From an optimization exercise on the open Yosys and OpenROAD flow, aimed at a short achievable clock period and few clock cycles; shortcuts taken in it are not production practice. The RTL was checked by simulation tests, not by an equivalence proof against the original design. No activity file was given, so power comes from the tool's default toggle rates.

Design cpu_core, start of the top module:
module cpu_core (
    input  logic           clock,
    input  logic           rst,
    output isa_pkg::word_t address_imem,
    input  isa_pkg::word_t instr,
    output isa_pkg::word_t address_dmem,
    output isa_pkg::word_t data,
    output logic           wren,
    input  isa_pkg::word_t q_dmem
);
Size in the first run: roughly 130000 sq um of cells after synthesis.
==> module reg_file, before the edit <==
module reg_file (
    input  logic              clock,
    input  logic              rst,
    input  isa_pkg::reg_idx_t rd_idx_a,
    input  isa_pkg::reg_idx_t rd_idx_b,
    input  isa_pkg::reg_idx_t rd_idx_c,
    input  logic [32-1:1] wr_sel,
    input  isa_pkg::word_t    wr_data,
    output isa_pkg::word_t    rd_data_a,
    output isa_pkg::word_t    rd_data_b,
    output isa_pkg::word_t    rd_data_c
);
    localparam int S = 4;                
    localparam int H = 32 / S;    
    isa_pkg::word_t regs [1:32-1];
    logic [(32-1)*H-1:0] regs_s [S];
    always_ff @(posedge clock) begin
        if (rst) begin
            for (int i = 1; i < 32; i++) begin
                regs[i] <= '0;
            end
        end else begin
            for (int i = 1; i < 32; i++) begin
                if (wr_sel[i]) begin
                    regs[i] <= wr_data;
                end
            end
        end
    end
    always_comb begin
        for (int k = 0; k < S; k++) begin
            for (int i = 1; i < 32; i++) begin
                regs_s[k][(i-1)*H +: H] = regs[i][k*H +: H];
            end
        end
    end
    for (genvar k = 0; k < S; k++) begin : slice
        rf_read_slice #(.W(H)) rd_a (.idx(rd_idx_a), .regs(regs_s[k]), .data(rd_data_a[k*H +: H]));
        rf_read_slice #(.W(H)) rd_b (.idx(rd_idx_b), .regs(regs_s[k]), .data(rd_data_b[k*H +: H]));
        rf_read_slice #(.W(H)) rd_c (.idx(rd_idx_c), .regs(regs_s[k]), .data(rd_data_c[k*H +: H]));
    end
endmodule
clock: 8.0 ns
lec_check: 0
abc_area: 1
cap_margin: 20
core_margin: 2
core_utilization: 40
setup_slack_margin: 5
slew_margin: 20
synth_hierarchical: 1
run.sh (not shown) runs the stock make flow with config.mk's settings and CLKGATE_MAP_FILE= SYNTH_SCRIPT=/design/flow/synth_recipe.tcl, a recipe that flattens the netlist after the stock synthesis.
The baseline passed the timing, DRC and antenna checks.
Testbench counts at the start, summed over its fixed seeds: cycles 37,199.
Rerun with:
--- a/flow/design.v
+++ b/flow/design.v
@@ -391,10 +391,10 @@
     output isa_pkg::word_t    rd_data_b,
     output isa_pkg::word_t    rd_data_c
 );
-    localparam int S = 4;                
-    localparam int H = 32 / S;    
+    localparam int H = 32 / 2;
     isa_pkg::word_t regs [1:32-1];
-    logic [(32-1)*H-1:0] regs_s [S];
+    logic [(32-1)*H-1:0] regs_lo;
+    logic [(32-1)*H-1:0] regs_hi;
     always_ff @(posedge clock) begin
         if (rst) begin
             for (int i = 1; i < 32; i++) begin
@@ -409,17 +409,17 @@
         end
     end
     always_comb begin
-        for (int k = 0; k < S; k++) begin
-            for (int i = 1; i < 32; i++) begin
-                regs_s[k][(i-1)*H +: H] = regs[i][k*H +: H];
-            end
+        for (int i = 1; i < 32; i++) begin
+            regs_lo[(i-1)*H +: H] = regs[i][H-1:0];
+            regs_hi[(i-1)*H +: H] = regs[i][32-1:H];
         end
     end
-    for (genvar k = 0; k < S; k++) begin : slice
-        rf_read_slice #(.W(H)) rd_a (.idx(rd_idx_a), .regs(regs_s[k]), .data(rd_data_a[k*H +: H]));
-        rf_read_slice #(.W(H)) rd_b (.idx(rd_idx_b), .regs(regs_s[k]), .data(rd_data_b[k*H +: H]));
-        rf_read_slice #(.W(H)) rd_c (.idx(rd_idx_c), .regs(regs_s[k]), .data(rd_data_c[k*H +: H]));
-    end
+    rf_read_slice #(.W(H)) a_lo (.idx(rd_idx_a), .regs(regs_lo), .data(rd_data_a[H-1:0]));
+    rf_read_slice #(.W(H)) a_hi (.idx(rd_idx_a), .regs(regs_hi), .data(rd_data_a[32-1:H]));
+    rf_read_slice #(.W(H)) b_lo (.idx(rd_idx_b), .regs(regs_lo), .data(rd_data_b[H-1:0]));
+    rf_read_slice #(.W(H)) b_hi (.idx(rd_idx_b), .regs(regs_hi), .data(rd_data_b[32-1:H]));
+    rf_read_slice #(.W(H)) c_lo (.idx(rd_idx_c), .regs(regs_lo), .data(rd_data_c[H-1:0]));
+    rf_read_slice #(.W(H)) c_hi (.idx(rd_idx_c), .regs(regs_hi), .data(rd_data_c[32-1:H]));
 endmodule
 `timescale 1ns/1ps
 module hazard_unit (
Outcome: Global-route usage is higher by 1.7 points. Count of clock-buffer cells in the layout climbs by 5. Total power is higher slightly. Area after synthesis drops slightly. Design area came out lower slightly. Non-clock buffer count drops by 93. Setup slack gets worse by 0.042 ns. Clock skew fell by 0.0034 ns. Core utilization stays flat. Synthesized cell count fell slightly. Die area is lower slightly. Via count goes up slightly.
Testbench counts after the change, summed over its fixed seeds: cycles 37,199.

---

Another version of the RTL of cpu_core (not shown whole).
For scale: ~24,000 cells after synthesis, ~0.13 mm^2 of cells after synthesis.
Settings: LEC_CHECK=0, ABC_AREA=1, CAP_MARGIN=20, CORE_MARGIN=2, CORE_UTILIZATION=40, SETUP_SLACK_MARGIN=5, SLEW_MARGIN=20, SYNTH_HIERARCHICAL=1; clock period 8.0 ns.
Testbench counts at the start, summed over its fixed seeds: cycles 37,199.
Next try:
--- a/flow/design.v
+++ b/flow/design.v
@@ -251,18 +251,18 @@
     input  isa_pkg::m_src_t src,
     input  isa_pkg::word_t  q_dmem,
     output isa_pkg::word_t  value
 );
     assign value = ({32{src.load}} & q_dmem) | src.sum | src.diff | src.addi |
                    src.logic_res | src.shift_res | src.link;
 endmodule
 module branch_unit (
-    input  isa_pkg::word_t reg_rd_n,   
-    input  isa_pkg::word_t reg_rs_n,   
+    input  isa_pkg::word_t reg_rd,
+    input  isa_pkg::word_t reg_rs,
     input  isa_pkg::m_src_t m_src,
     input  isa_pkg::word_t q_dmem,
     input  logic           fwd_rd,
     input  logic           fwd_rs,
     input  logic           is_bne,
     input  logic           is_blt,
     input  logic           is_jr,
     input  logic           pred,       
@@ -282,20 +282,16 @@
     logic case_rr;
     logic case_mr;
     logic case_rm;
     logic case_mm;
     logic early_miss;
     logic [8:0] k;
     isa_pkg::m_src_t m_alu;
     isa_pkg::word_t  m_res;
-    isa_pkg::word_t  reg_rd;
-    isa_pkg::word_t  reg_rs;
-    assign reg_rd = ~reg_rd_n;
-    assign reg_rs = ~reg_rs_n;
     logic lt_mr_q, lt_mr_a;
     logic lt_rm_q, lt_rm_a;
     logic ne_mr_q, ne_mr_a;
     logic ne_rm_q, ne_rm_a;
     logic jr_miss_q, jr_miss_a;
     always_comb begin
         m_alu      = m_src;
         m_alu.load = 1'b0;
@@ -541,18 +537,16 @@
     logic               e_pred;     
     logic [1:0]         e_ctr;      
     logic [BP_BITS-1:0] e_idx;
     isa_pkg::word_t     e_imm;
     isa_pkg::reg_idx_t  e_shamt;
     isa_pkg::word_t     e_rs_r;
     isa_pkg::word_t     e_rt_r;
     isa_pkg::word_t     e_rd_r;
-    isa_pkg::word_t     e_rd_bn;
-    isa_pkg::word_t     e_rs_bn;
     logic               e_fwd_rs;
     logic               e_fwd_rt;
     logic               e_fwd_rd;
     isa_pkg::word_t     e_rs;
     isa_pkg::word_t     e_rt;
     isa_pkg::word_t     e_rd;
     isa_pkg::word_t     e_rs2;      
     isa_pkg::word_t     e_rt2;      
@@ -687,20 +681,18 @@
         e_alt    <= pred_taken ? pc_inc : pc_branch;
         e_pred   <= pred_taken;
         e_ctr    <= f_ctr;
         e_idx    <= f_idx;
         e_link   <= link_pred;
         e_imm    <= imm;
         e_shamt  <= instr[7 +: 5];
         e_rs_r   <= d_rs;
-        e_rs_bn  <= ~d_rs;
         e_rt_r   <= d_rt;
         e_rd_r   <= d_rd;
-        e_rd_bn  <= ~d_rd;
         e_fwd_rs <= d_fwd_rs;
         e_fwd_rt <= d_fwd_rt;
         e_fwd_rd <= d_fwd_rd;
         x_load   <= e_ctrl.is_lw && (d_fwd_rs || d_fwd_rt || d_fwd_rd);
         b_load   <= e_ctrl.is_lw && (d_fwd_rs || d_fwd_rd) &&
                     (ctrl.is_bne || ctrl.is_blt || ctrl.is_jr);
     end
     exec_operands u_ops (
@@ -741,18 +733,18 @@
         .sum       (e_sum),
         .diff      (e_diff),
         .sum_imm   (e_addr),
         .logic_res (e_logic),
         .shift_res (e_shift)
     );
     assign e_write = e_valid && e_ctrl.reg_write;
     branch_unit u_branch (
-        .reg_rd_n   (e_rd_bn),
-        .reg_rs_n   (e_rs_bn),
+        .reg_rd     (e_rd_r),
+        .reg_rs     (e_rs_r),
         .m_src      (m_src_b),
         .q_dmem     (q_dmem),
         .fwd_rd     (e_fwd_rd),
         .fwd_rs     (e_fwd_rs),
         .is_bne     (e_valid && e_ctrl.is_bne),
         .is_blt     (e_valid && e_ctrl.is_blt),
         .is_jr      (e_valid && e_ctrl.is_jr),
         .pred       (e_pred),
=> Sequential power drops by 3.2%; die area drops by 1.3%; sequential share of layout area drops by 0.60 points; worst setup slack is worse by 0.065 ns; sequential cell count drops by 64.
Testbench counts after the change, summed over its fixed seeds: cycles 37,199.

## afterwards: timing with drivers on the ports
In the flow no input, the clock included, has a driving cell. The finished layouts below were timed again as built, in two steps.
Step 1 sets driving cells, clkbuf_16 on the clock port and buf_2 on the other inputs (assumed; they add their load-dependent delay and slew).
Step 2 times the ports against the registers' clock, not the clock port: input delays grow and output delays shrink by t, the midpoint of the rising clock arrivals with the driver on.
a / b / c = ideal ports / drivers / drivers and shift; a / b = the first two.
| run | t, ns | setup slack, ns | clock arrival spread, ns | cell pins on the clock port's net |
|---|---|---|---|---|
| the first run of note 1 | 1.069 | 4.758 / 4.610 / 3.541 | 0.082 / 0.082 | 1 |
| the second run of note 1 | 1.067 | 4.716 / 4.453 / 3.386 | 0.077 / 0.077 | 1 |
| the first run of note 2 | 1.065 | 4.801 / 4.694 / 3.629 | 0.081 / 0.082 | 1 |
| the second run of note 2 | 1.064 | 4.736 / 4.590 / 3.526 | 0.120 / 0.120 | 1 |
After both steps every run listed still meets setup and hold. The setup slack of the second run of note 1, which loses most, moves by -0.263 ns with the drivers and by -1.330 ns with both steps.
